From an optimization exercise on the open Yosys and OpenROAD flow, aimed at small area and a short achievable clock period; shortcuts taken in it are not production practice. RTL that was checked went through simulation tests only; none was proved equivalent to the original. Power figures rest on the tool's default switching activity, not on a simulated workload.

==> umber <==
==> flow/design.v <==
package mem_pkg;
    localparam int unsigned ADDR_W_DEF = 8;
    localparam int unsigned DATA_W_DEF = 16;
    typedef enum logic [1:0] {
        IDLE,
        WAIT,
        RESP
    } state_e;
    typedef enum logic [1:0] {
        OP_RD,
        OP_WR,
        OP_BAD
    } op_e;
endpackage
import mem_pkg::*;
module mem_array
#(
    parameter int unsigned ADDR_W = mem_pkg::ADDR_W_DEF,
    parameter int unsigned DATA_W = mem_pkg::DATA_W_DEF,
    parameter int unsigned DEPTH  = 200
) (
    input  logic              clk,
    input  logic              we,
    input  logic [ADDR_W-1:0] addr,
    input  logic [DATA_W-1:0] wdata,
    output logic [DATA_W-1:0] rdata
);
    logic [DATA_W-1:0] mem [DEPTH];
    logic [DATA_W-1:0] rdata_q;
    logic              in_range;
    assign in_range = 32'(addr) < DEPTH;
    assign rdata    = rdata_q;
    always_ff @(posedge clk) begin
        if (we && in_range) begin
            mem[addr] <= wdata;
        end
        rdata_q <= in_range ? mem[addr] : '0;
    end
endmodule
import mem_pkg::*;
module mem_responder
#(
    parameter int unsigned ADDR_W  = mem_pkg::ADDR_W_DEF,
    parameter int unsigned DATA_W  = mem_pkg::DATA_W_DEF,
    parameter int unsigned DEPTH   = 200,
    parameter int unsigned LATENCY = 2
) (
    input  logic              clk,
    input  logic              rst,
    input  logic              MemRead,
    input  logic              MemWrite,
    input  logic [ADDR_W-1:0] addr,
    input  logic [DATA_W-1:0] wdata,
    output logic [DATA_W-1:0] rdata,
    output logic              ready,
    output logic              busy,
    output logic              err
);
    localparam logic [3:0] CntInit = (LATENCY > 0) ? 4'(LATENCY - 1) : 4'd0;
    mem_pkg::state_e   state_q, state_d;
    mem_pkg::op_e      op_q, op_d;
    logic [ADDR_W-1:0] addr_q, addr_d;
    logic [DATA_W-1:0] wdata_q, wdata_d;
    logic [3:0]        cnt_q, cnt_d;
    logic [DATA_W-1:0] rdata_q, rdata_d;
    logic              ready_q, ready_d;
    logic              busy_q, busy_d;
    logic              err_q, err_d;
    logic              bad_req;
    logic              ram_we;
    logic [ADDR_W-1:0] ram_addr;
    logic [DATA_W-1:0] ram_rdata;
    assign bad_req = (op_q == OP_BAD) || (32'(addr_q) >= DEPTH);
    assign ram_we  = (state_q == RESP) && (op_q == OP_WR) && !bad_req;
    assign ram_addr = (state_q == IDLE) ? addr : addr_q;
    mem_array #(
        .ADDR_W (ADDR_W),
        .DATA_W (DATA_W),
        .DEPTH  (DEPTH)
    ) u_mem_array (
        .clk   (clk),
        .we    (ram_we),
        .addr  (ram_addr),
        .wdata (wdata_q),
        .rdata (ram_rdata)
    );
    always_comb begin
        state_d = state_q;
        op_d    = op_q;
        addr_d  = addr_q;
        wdata_d = wdata_q;
        cnt_d   = cnt_q;
        rdata_d = rdata_q;
        ready_d = 1'b0;
        busy_d  = busy_q;
        err_d   = 1'b0;
        unique case (state_q)
            IDLE: begin
                if (MemRead || MemWrite) begin
                    addr_d  = addr;
                    wdata_d = wdata;
                    if (MemRead && MemWrite) begin
                        op_d = OP_BAD;
                    end else if (MemWrite) begin
                        op_d = OP_WR;
                    end else begin
                        op_d = OP_RD;
                    end
                    busy_d  = 1'b1;
                    cnt_d   = CntInit;
                    state_d = (LATENCY > 0) ? WAIT : RESP;
                end
            end
            WAIT: begin
                if (cnt_q == 4'd0) begin
                    state_d = RESP;
                end else begin
                    cnt_d = cnt_q - 4'd1;
                end
            end
            RESP: begin
                ready_d = 1'b1;
                err_d   = bad_req;
                busy_d  = 1'b0;
                state_d = IDLE;
                if (op_q != OP_WR) begin
                    rdata_d = bad_req ? '0 : ram_rdata;
                end
            end
            default: state_d = IDLE;
        endcase
    end
    always_ff @(posedge clk or posedge rst) begin
        if (rst) begin
            state_q <= IDLE;
            op_q    <= OP_RD;
            addr_q  <= '0;
            wdata_q <= '0;
            cnt_q   <= 4'd0;
            rdata_q <= '0;
            ready_q <= 1'b0;
            busy_q  <= 1'b0;
            err_q   <= 1'b0;
        end else begin
            state_q <= state_d;
            op_q    <= op_d;
            addr_q  <= addr_d;
            wdata_q <= wdata_d;
            cnt_q   <= cnt_d;
            rdata_q <= rdata_d;
            ready_q <= ready_d;
            busy_q  <= busy_d;
            err_q   <= err_d;
        end
    end
    assign rdata = rdata_q;
    assign ready = ready_q;
    assign busy  = busy_q;
    assign err   = err_q;
endmodule
==> flow/run.sh <==
#!/bin/bash
# synth_recipe.tcl (not shown) runs the flow's synth.tcl, then flattens the netlist and writes it again
# the make line also repeats each setting of config.mk as NAME=value (left out here)
make -C /OpenROAD-flow-scripts/flow DESIGN_CONFIG=/design/flow/config.mk WORK_HOME=/design/flow/orfs CLKGATE_MAP_FILE= SYNTH_SCRIPT=/design/flow/synth_recipe.tcl finish
==> flow/config.mk <==
export PLATFORM = sky130hd
export DESIGN_NAME = mem_responder
export DESIGN_NICKNAME = mem_responder
export VERILOG_FILES = /design/flow/design.v
export SDC_FILE = /design/flow/constraint.sdc
export NUM_CORES = 4
export LEC_CHECK = 0
export CAP_MARGIN = 20
export CORE_MARGIN = 2
export CORE_UTILIZATION = 40
export SLEW_MARGIN = 20
==> flow/constraint.sdc <==
create_clock -name core_clock -period 4.2 [get_ports {clk}]
set_input_delay 0.8400 -clock core_clock [delete_from_list [all_inputs] [get_ports {clk}]]
set_output_delay 0.8400 -clock core_clock [all_outputs]
set_load 0.01 [all_outputs]
==> inputs of lagoon, as changes to umber <==
==> flow/design.v (replaced) <==
package mem_pkg;
    localparam int unsigned ADDR_W_DEF = 8;
    localparam int unsigned DATA_W_DEF = 16;
endpackage
import mem_pkg::*;
module mem_array
#(
    parameter int unsigned DATA_W = mem_pkg::DATA_W_DEF,
    parameter int unsigned DEPTH  = 200
) (
    input  logic              clk,
    input  logic [DEPTH-1:0]  we,
    input  logic [DEPTH-1:0]  hold,
    input  logic [DATA_W-1:0] wdata,
    input  logic [DEPTH-1:0]  sel,
    output logic [DATA_W-1:0] rdata
);
    logic [DEPTH-1:0][DATA_W-1:0] mem;
    for (genvar w = 0; w < DEPTH; w++) begin : g_word
        always_ff @(posedge clk) begin
            mem[w] <= (mem[w] & {DATA_W{hold[w]}}) | (wdata & {DATA_W{we[w]}});
        end
    end
    always_comb begin
        rdata = '0;
        for (int w = 0; w < DEPTH; w++) begin
            rdata = rdata | (mem[w] & {DATA_W{sel[w]}});
        end
    end
endmodule
import mem_pkg::*;
module mem_responder
#(
    parameter int unsigned ADDR_W = mem_pkg::ADDR_W_DEF,
    parameter int unsigned DATA_W = mem_pkg::DATA_W_DEF,
    parameter int unsigned DEPTH  = 200
) (
    input  logic              clk,
    input  logic              rst,
    input  logic              MemRead,
    input  logic              MemWrite,
    input  logic [ADDR_W-1:0] addr,
    input  logic [DATA_W-1:0] wdata,
    output logic [DATA_W-1:0] rdata,
    output logic              ready,
    output logic              busy,
    output logic              err
);
    logic [7:0]        lo_q;       
    logic [7:0]        mid_q;      
    logic [3:0]        hi_q;       
    logic [DATA_W-1:0] wdata_q;
    logic              rd_q;       
    logic              wr_q;       
    logic              bad_q;      
    logic [DATA_W-1:0] rpre_q;     
    logic              p1_q, p2_q, p3_q;
    logic [3:0]        hwe_q;      
    logic [3:0]        hwe_n_q;    
    logic              busy_q, ready_q, err_q;
    logic [DATA_W-1:0] rdata_q;
    logic              accept;
    logic              in_range;
    logic [DEPTH-1:0]  sel;
    logic [DEPTH-1:0]  we;
    logic [DEPTH-1:0]  hold;
    logic [DATA_W-1:0] ram_rdata;
    assign accept   = !busy_q && (MemRead || MemWrite);
    assign in_range = 32'(addr) < DEPTH;
    always_ff @(posedge clk) begin
        if (accept) begin
            for (int i = 0; i < 8; i++) begin
                lo_q[i]  <= (addr[2:0] == 3'(i));
                mid_q[i] <= (addr[5:3] == 3'(i));
            end
            for (int i = 0; i < 4; i++) begin
                hi_q[i] <= (addr[7:6] == 2'(i));
            end
            wdata_q <= wdata;
            rd_q    <= MemRead;
            wr_q    <= MemWrite && !MemRead && in_range;
            bad_q   <= (MemRead && MemWrite) || !in_range;
        end
        rpre_q <= ram_rdata;
    end
    always_ff @(posedge clk or posedge rst) begin
        if (rst) begin
            hwe_q   <= '0;
            hwe_n_q <= '1;
        end else begin
            for (int i = 0; i < 4; i++) begin
                hwe_q[i]   <= p2_q && wr_q && hi_q[i];
                hwe_n_q[i] <= !(p2_q && wr_q && hi_q[i]);
            end
        end
    end
    always_comb begin
        for (int w = 0; w < DEPTH; w++) begin
            sel[w]  = lo_q[w % 8] && mid_q[(w / 8) % 8] && hi_q[w / 64];
            we[w]   = lo_q[w % 8] && mid_q[(w / 8) % 8] && hwe_q[w / 64];
            hold[w] = !(lo_q[w % 8] && mid_q[(w / 8) % 8] && !hwe_n_q[w / 64]);
        end
    end
    mem_array #(
        .DATA_W (DATA_W),
        .DEPTH  (DEPTH)
    ) u_mem_array (
        .clk   (clk),
        .we    (we),
        .hold  (hold),
        .wdata (wdata_q),
        .sel   (sel),
        .rdata (ram_rdata)
    );
    always_ff @(posedge clk or posedge rst) begin
        if (rst) begin
            p1_q    <= 1'b0;
            p2_q    <= 1'b0;
            p3_q    <= 1'b0;
            busy_q  <= 1'b0;
            ready_q <= 1'b0;
            err_q   <= 1'b0;
            rdata_q <= '0;
        end else begin
            p1_q    <= accept;
            p2_q    <= p1_q;
            p3_q    <= p2_q;
            busy_q  <= accept || (busy_q && !p3_q);
            ready_q <= p3_q;
            err_q   <= p3_q && bad_q;
            if (p3_q && rd_q) begin
                rdata_q <= bad_q ? '0 : rpre_q;
            end
        end
    end
    assign rdata = rdata_q;
    assign ready = ready_q;
    assign busy  = busy_q;
    assign err   = err_q;
endmodule
--- a/flow/config.mk
+++ b/flow/config.mk
@@ -7,5 +7,5 @@
 export LEC_CHECK = 0
 export CAP_MARGIN = 20
 export CORE_MARGIN = 2
-export CORE_UTILIZATION = 40
+export CORE_UTILIZATION = 60
 export SLEW_MARGIN = 20
==> summary.md <==
| Metric | Value |
|---|---|
| Launching point of the worst reg2reg path | `state_q[1]` |
| Met1 Resource Use GR | `31.8%` |
| PostCTS Resize Cnt | `0` |
| Die area | `303,000 sq um` |
| Routed Antenna Nets | `0` |
| Post-Synth Adder-Cell Area | `0.0209%` |
| Worst path depth | `12` |
| Status | `complete, no violations` |
| Vias post-DR | `69,968` |
| Multi-input logic area | `a little under 20,000 sq um` |
| PD cells | `752 nW/um^2` |
| Slowest cell delay on critical path | `~0.66 ns` |
| Fin cells | `11,454` |
| Fin crit period | `approximately 4.1 ns` |
Source of the figures above: umber

==> summary.md <==
| Metric | Value |
|---|---|
| Met1 Resource Use GR | `99.5%` |
| PostCTS Resize Cnt | `2` |
| Post-Synth Adder-Cell Area | `0%` |
| Fail Step | `5_1_grt` |
| Synth cell types | `43` |
| Tool Error | `[ERROR GRT-0116] Global routing finished with congestion. Check the congestion regions in the DRC Viewer.` |
| Status | `aborted with a tool error` |
Source of the figures above: lagoon

No functional check of the RTL was part of lagoon.

## re-timing with driven ports
Ports are ideal in the flow. The routed layout listed here was re-timed in OpenROAD. Step 1 assumes that a clkbuf_16 drives the clock port and a buf_2 every other input. Step 2 moves the port delays by t, midway between the first and last clock arrival at a register: inputs arrive t later, outputs are due t later. That takes back most of the time a late clock gives input paths. Slacks: no drivers / after step 1 / after step 2; pairs: no drivers / after step 1.
run: umber
t (ns): 0.953
setup WS [ns]: 0.108 / 0.108 / -0.684
worst hold slack (ns): 0.460 / 0.412 / 0.460
latest minus earliest clock arrival (ns): 0.075 / 0.076
worst register clock-pin slew, ns: 0.07 / 0.07
Met with ideal ports but missed after step 2: setup timing in umber. For umber, drivers alone change the setup slack by 0.000 ns; drivers and shift together by -0.792 ns.
